This is an optimization exercise on Yosys and OpenROAD, whose aim is small area, a short achievable clock period and few clock cycles per item, not a production implementation.
The RTL was checked by simulation tests, not by an equivalence proof against the original design.
Power and IR drop assume default switching activity.

==> inputs of 07-19 <==
Design mips_core, start of the top module:
module mips_core (
    input  logic     clk,
    input  logic     rst_n,
    output core_pkg::iaddr_t   imem_addr,
    input  core_pkg::word_t    imem_rdata,
    input  logic     imem_stall,
    output logic     wb_valid,
    output core_pkg::reg_idx_t wb_reg,
    output core_pkg::word_t    wb_data
);
==> flow/config.mk <==
export PLATFORM = sky130hd
export DESIGN_NAME = mips_core
export DESIGN_NICKNAME = mips_core
export VERILOG_FILES = /design/flow/design.v
export SDC_FILE = /design/flow/constraint.sdc
export NUM_CORES = 4
export LEC_CHECK = 0
export ABC_AREA = 1
export CAP_MARGIN = 20
export CORE_MARGIN = 2
export CORE_UTILIZATION = 40
export SETUP_SLACK_MARGIN = 2.3
export SLEW_MARGIN = 20
==> flow/constraint.sdc <==
create_clock -name core_clock -period 5.0 [get_ports {clk}]
set_input_delay 1.0000 -clock core_clock [delete_from_list [all_inputs] [get_ports {clk}]]
set_output_delay 1.0000 -clock core_clock [all_outputs]
set_load 0.01 [all_outputs]
standard.sh (not shown) runs the stock make flow with config.mk's settings and CLKGATE_MAP_FILE= SYNTH_SCRIPT=/design/flow/synth_recipe.tcl, a recipe that flattens the netlist after the stock synthesis.
==> flow/flow/run.sh <==
#!/bin/bash
# The standard layout (standard.sh, its own synthesis script and
# registers), with three changes to how it is made:
#  - Yosys's full/half-adder extraction is off (ADDER_MAP_FILE empty), so ABC
#    maps the adder's carry logic itself;
#  - clock tree sinks are clustered 20 to a leaf buffer within 80 um, and
#    no dummy loads are added to balance the tree.
# Each tool's full log is under orfs/logs/; make's output is in standard.log.
set -euo pipefail
bash standard.sh \
    ADDER_MAP_FILE= \
    'CTS_ARGS=-sink_clustering_enable -repair_clock_nets -sink_clustering_size 20 -sink_clustering_max_diameter 80 -dont_use_dummy_load' \
    finish > standard.log 2>&1
==> 04-06 (differences from 07-19) <==
--- a/flow/design.v
+++ b/flow/design.v
@@ -13,14 +13,18 @@
     input  logic   imem_stall,
     input  core_pkg::word_t  imem_rdata,
     output core_pkg::iaddr_t imem_addr,
     output core_pkg::word_t  instr,
     output logic   instr_valid,
     output logic [32-1:1] rs_sel,
     output logic [32-1:1] rt_sel,
+    output logic   op_rtype,
+    output logic   op_sub,
+    output logic   op_lui,
+    output logic   op_zext,
     input  logic   ex_valid,
     input  core_pkg::reg_idx_t ex_dest,
     output logic   rs_byp,
     output logic   rt_byp
 );
     core_pkg::iaddr_t pc;
     always_ff @(posedge clk) begin
@@ -31,20 +35,34 @@
             pc          <= pc + 1'b1;
             instr_valid <= 1'b1;
         end
     end
     always_ff @(posedge clk) begin
         if (!imem_stall) begin
             instr <= imem_rdata;
-            for (int i = 1; i < 32; i++) begin
-                rs_sel[i] <= (imem_rdata[25:21] == i);
-                rt_sel[i] <= (imem_rdata[20:16] == i);
-            end
         end
     end
+    core_pkg::word_t    fw;
+    core_pkg::opcode_t  fw_op;
+    core_pkg::funct_t   fw_fn;
+    assign fw    = imem_stall ? instr : imem_rdata;
+    assign fw_op = fw[31:26];
+    assign fw_fn = fw[5:0];
+    always_ff @(posedge clk) begin
+        for (int i = 1; i < 32; i++) begin
+            rs_sel[i] <= (fw[25:21] == i);
+            rt_sel[i] <= (fw[20:16] == i);
+        end
+        op_rtype <= (fw_op == 6'h00);
+        op_sub   <= ((fw_op == 6'h00)
+                     && ((fw_fn == 6'h22) || (fw_fn == 6'h2a)))
+                 || (fw_op == 6'h0a);
+        op_lui   <= (fw_op == 6'h0f);
+        op_zext  <= (fw_op == 6'h0c) || (fw_op == 6'h0d);
+    end
     always_ff @(posedge clk) begin
         if (!rst_n) begin
             rs_byp <= 1'b0;
             rt_byp <= 1'b0;
         end else if (!imem_stall) begin
             rs_byp <= ex_valid && (ex_dest == imem_rdata[25:21]);
             rt_byp <= ex_valid && (ex_dest == imem_rdata[20:16]);
@@ -54,14 +72,18 @@
 endmodule
 module decode_control (
     input  logic     clk,
     input  logic     rst_n,
     input  logic     imem_stall,
     input  core_pkg::word_t    instr,
     input  logic     instr_valid,
+    input  logic     op_rtype,
+    input  logic     op_sub,
+    input  logic     op_lui,
+    input  logic     op_zext,
     output core_pkg::reg_idx_t rs_idx,
     output core_pkg::reg_idx_t rt_idx,
     input  core_pkg::word_t    rs_data,
     input  core_pkg::word_t    rt_data,
     output logic     ex_valid,
     output core_pkg::reg_idx_t ex_dest,
     output core_pkg::word_t    d_a,
@@ -138,22 +160,22 @@
             6'h0c: begin d_log = 1'b1; d_tt = TT_AND; d_zext = 1'b1; end
             6'h0d:  begin d_log = 1'b1; d_tt = TT_OR;  d_zext = 1'b1; end
             6'h0f:  begin d_log = 1'b1; d_lui = 1'b1; end
             default:       d_known = 1'b0;
         endcase
     end
     assign d_dest = d_rtype ? rd_idx : rt_idx;
-    assign d_imm = d_lui  ? {imm, 16'h0000}
-                 : d_zext ? {16'h0000, imm}
+    assign d_imm = op_lui  ? {imm, 16'h0000}
+                 : op_zext ? {16'h0000, imm}
                  : {{16{imm[15]}}, imm};
     assign d_a       = rs_data;
-    assign d_b       = (d_rtype ? rt_data : d_imm) ^ {32{d_sub}};
+    assign d_b       = (op_rtype ? rt_data : d_imm) ^ {32{op_sub}};
     assign d_fwd_a   = ex_valid && (ex_dest == rs_idx);
-    assign d_fwd_b   = ex_valid && (ex_dest == rt_idx) && d_rtype && !d_sub;
-    assign d_fwd_bn  = ex_valid && (ex_dest == rt_idx) && d_rtype && d_sub;
+    assign d_fwd_b   = ex_valid && (ex_dest == rt_idx) && op_rtype && !op_sub;
+    assign d_fwd_bn  = ex_valid && (ex_dest == rt_idx) && op_rtype && op_sub;
     always_ff @(posedge clk) begin
         if (!rst_n) begin
             ex_valid <= 1'b0;
         end else if (!imem_stall) begin
             ex_valid <= instr_valid && d_known && (d_dest != '0);
         end
     end
@@ -183,31 +205,30 @@
     input  core_pkg::reg_idx_t rt_idx,
     input  logic [32-1:1] rs_sel,
     input  logic [32-1:1] rt_sel,
     input  logic     rs_byp,
     input  logic     rt_byp,
     output core_pkg::word_t    rs_data,
     output core_pkg::word_t    rt_data,
-    input  logic     we,
-    input  core_pkg::reg_idx_t waddr,
+    input  logic [32-1:1] we,
     input  core_pkg::word_t    wdata
 );
     core_pkg::word_t regs [1:32-1];
     logic [32-1:1] written;
     always_ff @(posedge clk) begin
         for (int i = 1; i < 32; i++) begin
-            if (we && (waddr == i)) regs[i] <= wdata;
+            if (we[i]) regs[i] <= wdata;
         end
     end
     always_ff @(posedge clk) begin
         if (!rst_n) begin
             written <= '0;
         end else begin
             for (int i = 1; i < 32; i++) begin
-                if (we && (waddr == i)) written[i] <= 1'b1;
+                if (we[i]) written[i] <= 1'b1;
             end
         end
     end
     logic rs_ok;
     logic rt_ok;
     core_pkg::word_t rs_arr;
     core_pkg::word_t rt_arr;
@@ -301,14 +322,15 @@
     input  logic     ex_sel_slt,
     input  logic     ex_sel_log,
     input  logic     ex_sel_sll,
     input  logic     ex_sel_srl,
     input  logic [3:0] ex_tt,
     output logic     wb_valid,
     output core_pkg::reg_idx_t wb_reg,
+    output logic [32-1:1] wb_we,
     output core_pkg::word_t    wb_data
 );
     core_pkg::word_t ex_a;
     core_pkg::word_t ex_b;
     core_pkg::word_t sum;
     core_pkg::word_t logic_r;
     core_pkg::word_t shl;
@@ -363,16 +385,20 @@
               | ({32{go && d_fwd_bn}} & ~res_all)
               | ({32{go && !d_fwd_b && !d_fwd_bn}} & d_b)
               | ({32{imem_stall}} & ex_b);
     end
     always_ff @(posedge clk) begin
         if (!rst_n) begin
             wb_valid <= 1'b0;
+            wb_we    <= '0;
         end else if (!imem_stall) begin
             wb_valid <= ex_valid;
+            for (int i = 1; i < 32; i++) begin
+                wb_we[i] <= ex_valid && (ex_dest == i);
+            end
         end
     end
     always_ff @(posedge clk) begin
         if (!imem_stall) begin
             wb_reg <= ex_dest;
         end
     end
@@ -385,19 +411,24 @@
     input  logic     imem_stall,
     output logic     wb_valid,
     output core_pkg::reg_idx_t wb_reg,
     output core_pkg::word_t    wb_data
 );
     core_pkg::word_t    instr;
     logic     instr_valid;
+    logic     op_rtype;
+    logic     op_sub;
+    logic     op_lui;
+    logic     op_zext;
     core_pkg::reg_idx_t rs_idx;
     core_pkg::reg_idx_t rt_idx;
     logic [32-1:1] rs_sel;
     logic [32-1:1] rt_sel;
     logic     rs_byp;
+    logic [32-1:1] wb_we;
     logic     rt_byp;
     core_pkg::word_t    rs_data;
     core_pkg::word_t    rt_data;
     core_pkg::word_t    d_a;
     core_pkg::word_t    d_b;
     logic     d_fwd_a;
     logic     d_fwd_b;
@@ -418,25 +449,33 @@
         .imem_stall  (imem_stall),
         .imem_rdata  (imem_rdata),
         .imem_addr   (imem_addr),
         .instr       (instr),
         .instr_valid (instr_valid),
         .rs_sel      (rs_sel),
         .rt_sel      (rt_sel),
+        .op_rtype    (op_rtype),
+        .op_sub      (op_sub),
+        .op_lui      (op_lui),
+        .op_zext     (op_zext),
         .ex_valid    (ex_valid),
         .ex_dest     (ex_dest),
         .rs_byp      (rs_byp),
         .rt_byp      (rt_byp)
     );
     decode_control i_decode (
         .clk         (clk),
         .rst_n       (rst_n),
         .imem_stall  (imem_stall),
         .instr       (instr),
         .instr_valid (instr_valid),
+        .op_rtype    (op_rtype),
+        .op_sub      (op_sub),
+        .op_lui      (op_lui),
+        .op_zext     (op_zext),
         .rs_idx      (rs_idx),
         .rt_idx      (rt_idx),
         .rs_data     (rs_data),
         .rt_data     (rt_data),
         .ex_valid    (ex_valid),
         .ex_dest     (ex_dest),
         .d_a         (d_a),
@@ -460,16 +499,15 @@
         .rt_idx   (rt_idx),
         .rs_sel   (rs_sel),
         .rt_sel   (rt_sel),
         .rs_byp   (rs_byp),
         .rt_byp   (rt_byp),
         .rs_data  (rs_data),
         .rt_data  (rt_data),
-        .we       (wb_valid),
-        .waddr    (wb_reg),
+        .we       (wb_we),
         .wdata    (wb_data)
     );
     execute_stage i_execute (
         .clk         (clk),
         .rst_n       (rst_n),
         .imem_stall  (imem_stall),
         .d_a         (d_a),
@@ -485,10 +523,11 @@
         .ex_sel_slt  (ex_sel_slt),
         .ex_sel_log  (ex_sel_log),
         .ex_sel_sll  (ex_sel_sll),
         .ex_sel_srl  (ex_sel_srl),
         .ex_tt       (ex_tt),
         .wb_valid    (wb_valid),
         .wb_reg      (wb_reg),
+        .wb_we       (wb_we),
         .wb_data     (wb_data)
     );
 endmodule
==> flow/flow/run.sh (replaced) <==
#!/bin/bash
# The standard layout (standard.sh, its own synthesis script and
# registers), with these changes to how it is made:
#  - Yosys's full/half-adder extraction is off (ADDER_MAP_FILE empty), so ABC
#    maps the adder's carry logic itself;
#  - every input and output port is still buffered, with buf_4 instead of
#    the default delay buffer;
#  - timing repair may resize cells across footprints;
#  - clock tree sinks are clustered 20 to a leaf buffer within 80 um, and
#    no dummy loads are added to balance the tree.
# Each tool's full log is under orfs/logs/; make's output is in standard.log.
set -euo pipefail
bash standard.sh \
    ADDER_MAP_FILE= \
    'BUFFER_PORTS_ARGS=-buffer_cell sky130_fd_sc_hd__buf_4' \
    MATCH_CELL_FOOTPRINT=0 \
    'CTS_ARGS=-sink_clustering_enable -repair_clock_nets -sink_clustering_size 20 -sink_clustering_max_diameter 80 -dont_use_dummy_load' \
    finish > standard.log 2>&1
- CORE_UTILIZATION: 40 -> 45
- SETUP_SLACK_MARGIN: 2.3 -> 2.65
==> 11-08 (differences from 07-19) <==
--- a/flow/design.v
+++ b/flow/design.v
@@ -13,14 +13,18 @@
     input  logic   imem_stall,
     input  core_pkg::word_t  imem_rdata,
     output core_pkg::iaddr_t imem_addr,
     output core_pkg::word_t  instr,
     output logic   instr_valid,
     output logic [32-1:1] rs_sel,
     output logic [32-1:1] rt_sel,
+    output logic   op_rtype,
+    output logic   op_sub,
+    output logic   op_lui,
+    output logic   op_zext,
     input  logic   ex_valid,
     input  core_pkg::reg_idx_t ex_dest,
     output logic   rs_byp,
     output logic   rt_byp
 );
     core_pkg::iaddr_t pc;
     always_ff @(posedge clk) begin
@@ -31,20 +35,34 @@
             pc          <= pc + 1'b1;
             instr_valid <= 1'b1;
         end
     end
     always_ff @(posedge clk) begin
         if (!imem_stall) begin
             instr <= imem_rdata;
-            for (int i = 1; i < 32; i++) begin
-                rs_sel[i] <= (imem_rdata[25:21] == i);
-                rt_sel[i] <= (imem_rdata[20:16] == i);
-            end
         end
     end
+    core_pkg::word_t    fw;
+    core_pkg::opcode_t  fw_op;
+    core_pkg::funct_t   fw_fn;
+    assign fw    = imem_stall ? instr : imem_rdata;
+    assign fw_op = fw[31:26];
+    assign fw_fn = fw[5:0];
+    always_ff @(posedge clk) begin
+        for (int i = 1; i < 32; i++) begin
+            rs_sel[i] <= (fw[25:21] == i);
+            rt_sel[i] <= (fw[20:16] == i);
+        end
+        op_rtype <= (fw_op == 6'h00);
+        op_sub   <= ((fw_op == 6'h00)
+                     && ((fw_fn == 6'h22) || (fw_fn == 6'h2a)))
+                 || (fw_op == 6'h0a);
+        op_lui   <= (fw_op == 6'h0f);
+        op_zext  <= (fw_op == 6'h0c) || (fw_op == 6'h0d);
+    end
     always_ff @(posedge clk) begin
         if (!rst_n) begin
             rs_byp <= 1'b0;
             rt_byp <= 1'b0;
         end else if (!imem_stall) begin
             rs_byp <= ex_valid && (ex_dest == imem_rdata[25:21]);
             rt_byp <= ex_valid && (ex_dest == imem_rdata[20:16]);
@@ -54,14 +72,18 @@
 endmodule
 module decode_control (
     input  logic     clk,
     input  logic     rst_n,
     input  logic     imem_stall,
     input  core_pkg::word_t    instr,
     input  logic     instr_valid,
+    input  logic     op_rtype,
+    input  logic     op_sub,
+    input  logic     op_lui,
+    input  logic     op_zext,
     output core_pkg::reg_idx_t rs_idx,
     output core_pkg::reg_idx_t rt_idx,
     input  core_pkg::word_t    rs_data,
     input  core_pkg::word_t    rt_data,
     output logic     ex_valid,
     output core_pkg::reg_idx_t ex_dest,
     output core_pkg::word_t    d_a,
@@ -138,22 +160,22 @@
             6'h0c: begin d_log = 1'b1; d_tt = TT_AND; d_zext = 1'b1; end
             6'h0d:  begin d_log = 1'b1; d_tt = TT_OR;  d_zext = 1'b1; end
             6'h0f:  begin d_log = 1'b1; d_lui = 1'b1; end
             default:       d_known = 1'b0;
         endcase
     end
     assign d_dest = d_rtype ? rd_idx : rt_idx;
-    assign d_imm = d_lui  ? {imm, 16'h0000}
-                 : d_zext ? {16'h0000, imm}
+    assign d_imm = op_lui  ? {imm, 16'h0000}
+                 : op_zext ? {16'h0000, imm}
                  : {{16{imm[15]}}, imm};
     assign d_a       = rs_data;
-    assign d_b       = (d_rtype ? rt_data : d_imm) ^ {32{d_sub}};
+    assign d_b       = (op_rtype ? rt_data : d_imm) ^ {32{op_sub}};
     assign d_fwd_a   = ex_valid && (ex_dest == rs_idx);
-    assign d_fwd_b   = ex_valid && (ex_dest == rt_idx) && d_rtype && !d_sub;
-    assign d_fwd_bn  = ex_valid && (ex_dest == rt_idx) && d_rtype && d_sub;
+    assign d_fwd_b   = ex_valid && (ex_dest == rt_idx) && op_rtype && !op_sub;
+    assign d_fwd_bn  = ex_valid && (ex_dest == rt_idx) && op_rtype && op_sub;
     always_ff @(posedge clk) begin
         if (!rst_n) begin
             ex_valid <= 1'b0;
         end else if (!imem_stall) begin
             ex_valid <= instr_valid && d_known && (d_dest != '0);
         end
     end
@@ -183,31 +205,30 @@
     input  core_pkg::reg_idx_t rt_idx,
     input  logic [32-1:1] rs_sel,
     input  logic [32-1:1] rt_sel,
     input  logic     rs_byp,
     input  logic     rt_byp,
     output core_pkg::word_t    rs_data,
     output core_pkg::word_t    rt_data,
-    input  logic     we,
-    input  core_pkg::reg_idx_t waddr,
+    input  logic [32-1:1] we,
     input  core_pkg::word_t    wdata
 );
     core_pkg::word_t regs [1:32-1];
     logic [32-1:1] written;
     always_ff @(posedge clk) begin
         for (int i = 1; i < 32; i++) begin
-            if (we && (waddr == i)) regs[i] <= wdata;
+            if (we[i]) regs[i] <= wdata;
         end
     end
     always_ff @(posedge clk) begin
         if (!rst_n) begin
             written <= '0;
         end else begin
             for (int i = 1; i < 32; i++) begin
-                if (we && (waddr == i)) written[i] <= 1'b1;
+                if (we[i]) written[i] <= 1'b1;
             end
         end
     end
     logic rs_ok;
     logic rt_ok;
     core_pkg::word_t rs_arr;
     core_pkg::word_t rt_arr;
@@ -301,14 +322,15 @@
     input  logic     ex_sel_slt,
     input  logic     ex_sel_log,
     input  logic     ex_sel_sll,
     input  logic     ex_sel_srl,
     input  logic [3:0] ex_tt,
     output logic     wb_valid,
     output core_pkg::reg_idx_t wb_reg,
+    output logic [32-1:1] wb_we,
     output core_pkg::word_t    wb_data
 );
     core_pkg::word_t ex_a;
     core_pkg::word_t ex_b;
     core_pkg::word_t sum;
     core_pkg::word_t logic_r;
     core_pkg::word_t shl;
@@ -363,16 +385,20 @@
               | ({32{go && d_fwd_bn}} & ~res_all)
               | ({32{go && !d_fwd_b && !d_fwd_bn}} & d_b)
               | ({32{imem_stall}} & ex_b);
     end
     always_ff @(posedge clk) begin
         if (!rst_n) begin
             wb_valid <= 1'b0;
+            wb_we    <= '0;
         end else if (!imem_stall) begin
             wb_valid <= ex_valid;
+            for (int i = 1; i < 32; i++) begin
+                wb_we[i] <= ex_valid && (ex_dest == i);
+            end
         end
     end
     always_ff @(posedge clk) begin
         if (!imem_stall) begin
             wb_reg <= ex_dest;
         end
     end
@@ -385,19 +411,24 @@
     input  logic     imem_stall,
     output logic     wb_valid,
     output core_pkg::reg_idx_t wb_reg,
     output core_pkg::word_t    wb_data
 );
     core_pkg::word_t    instr;
     logic     instr_valid;
+    logic     op_rtype;
+    logic     op_sub;
+    logic     op_lui;
+    logic     op_zext;
     core_pkg::reg_idx_t rs_idx;
     core_pkg::reg_idx_t rt_idx;
     logic [32-1:1] rs_sel;
     logic [32-1:1] rt_sel;
     logic     rs_byp;
+    logic [32-1:1] wb_we;
     logic     rt_byp;
     core_pkg::word_t    rs_data;
     core_pkg::word_t    rt_data;
     core_pkg::word_t    d_a;
     core_pkg::word_t    d_b;
     logic     d_fwd_a;
     logic     d_fwd_b;
@@ -418,25 +449,33 @@
         .imem_stall  (imem_stall),
         .imem_rdata  (imem_rdata),
         .imem_addr   (imem_addr),
         .instr       (instr),
         .instr_valid (instr_valid),
         .rs_sel      (rs_sel),
         .rt_sel      (rt_sel),
+        .op_rtype    (op_rtype),
+        .op_sub      (op_sub),
+        .op_lui      (op_lui),
+        .op_zext     (op_zext),
         .ex_valid    (ex_valid),
         .ex_dest     (ex_dest),
         .rs_byp      (rs_byp),
         .rt_byp      (rt_byp)
     );
     decode_control i_decode (
         .clk         (clk),
         .rst_n       (rst_n),
         .imem_stall  (imem_stall),
         .instr       (instr),
         .instr_valid (instr_valid),
+        .op_rtype    (op_rtype),
+        .op_sub      (op_sub),
+        .op_lui      (op_lui),
+        .op_zext     (op_zext),
         .rs_idx      (rs_idx),
         .rt_idx      (rt_idx),
         .rs_data     (rs_data),
         .rt_data     (rt_data),
         .ex_valid    (ex_valid),
         .ex_dest     (ex_dest),
         .d_a         (d_a),
@@ -460,16 +499,15 @@
         .rt_idx   (rt_idx),
         .rs_sel   (rs_sel),
         .rt_sel   (rt_sel),
         .rs_byp   (rs_byp),
         .rt_byp   (rt_byp),
         .rs_data  (rs_data),
         .rt_data  (rt_data),
-        .we       (wb_valid),
-        .waddr    (wb_reg),
+        .we       (wb_we),
         .wdata    (wb_data)
     );
     execute_stage i_execute (
         .clk         (clk),
         .rst_n       (rst_n),
         .imem_stall  (imem_stall),
         .d_a         (d_a),
@@ -485,10 +523,11 @@
         .ex_sel_slt  (ex_sel_slt),
         .ex_sel_log  (ex_sel_log),
         .ex_sel_sll  (ex_sel_sll),
         .ex_sel_srl  (ex_sel_srl),
         .ex_tt       (ex_tt),
         .wb_valid    (wb_valid),
         .wb_reg      (wb_reg),
+        .wb_we       (wb_we),
         .wb_data     (wb_data)
     );
 endmodule
==> flow/flow/run.sh (replaced) <==
#!/bin/bash
# The standard layout (standard.sh, its own synthesis script and
# registers), with these changes to how it is made:
#  - Yosys's full/half-adder extraction is off (ADDER_MAP_FILE empty), so ABC
#    maps the adder's carry logic itself;
#  - every input and output port is still buffered, with buf_4 instead of
#    the default delay buffer;
#  - timing repair may resize cells across footprints;
#  - clock tree sinks are clustered 20 to a leaf buffer within 80 um, and
#    no dummy loads are added to balance the tree.
# Each tool's full log is under orfs/logs/; make's output is in standard.log.
set -euo pipefail
bash standard.sh \
    ADDER_MAP_FILE= \
    'BUFFER_PORTS_ARGS=-buffer_cell sky130_fd_sc_hd__buf_4' \
    MATCH_CELL_FOOTPRINT=0 \
    'CTS_ARGS=-sink_clustering_enable -repair_clock_nets -sink_clustering_size 20 -sink_clustering_max_diameter 80 -dont_use_dummy_load' \
    finish > standard.log 2>&1
- CORE_UTILIZATION: 40 -> 45
- SETUP_SLACK_MARGIN: 2.3 -> 2.8
==> comparison <==
Of 11-08 and 07-19, 11-08 has the higher synthesized area (gap about 0.5%, measured against 07-19).
First-iteration DRC count, lowest first: 07-19, 04-06, 11-08.
The highest clock power belongs to 04-06, the lowest to 07-19.
Combinational power, lowest first: 07-19, 04-06, 11-08.
Of 04-06 and 07-19, 04-06 has the higher utilization (gap 7.7 points).
Sequential power is about the same in 07-19 and 04-06.
Testbench counts of 07-19, summed over its fixed seeds: cycles 13,304, results 9,487.
Testbench counts of 04-06, summed over its fixed seeds: cycles 13,304, results 9,487.
Testbench counts of 11-08, summed over its fixed seeds: cycles 13,304, results 9,487.

-- port drivers added, routing unchanged --
The results above use ideal ports. As a check the final layouts listed here were re-extracted and re-timed, cells and wires unchanged. Step 1, drivers: a clkbuf_16 drives clk and a buf_2 each remaining input, both assumed. Step 2 adds t to the input delays and takes it off the output delays; t is the mean of the earliest and latest rising clock arrival at the registers after step 1. Input paths then give back, and output paths get back, about the clock's delay inside the block. Three values: no drivers, after step 1, after step 2; two values: the first two.
| run | shift t [ns] | slack for setup (ns) | worst hold slack (ns) | worst setup path after step 2 | clock arrival spread, ns |
|---|---|---|---|---|---|
| 07-19 | 0.787 | 2.219 / 2.219 / 1.522 | 0.471 / 0.471 / 0.471 | input to register | 0.148 / 0.148 |
| 04-06 | 0.815 | 2.510 / 2.510 / 1.916 | 0.409 / 0.357 / 0.465 | input to register | 0.137 / 0.136 |
| 11-08 | 0.810 | 2.602 / 2.534 / 2.063 | 0.416 / 0.365 / 0.462 | input to register | 0.123 / 0.123 |
After both steps every run listed still meets setup and hold. For 07-19, which loses most, drivers alone change the setup slack by 0.000 ns; drivers and shift together by -0.697 ns.
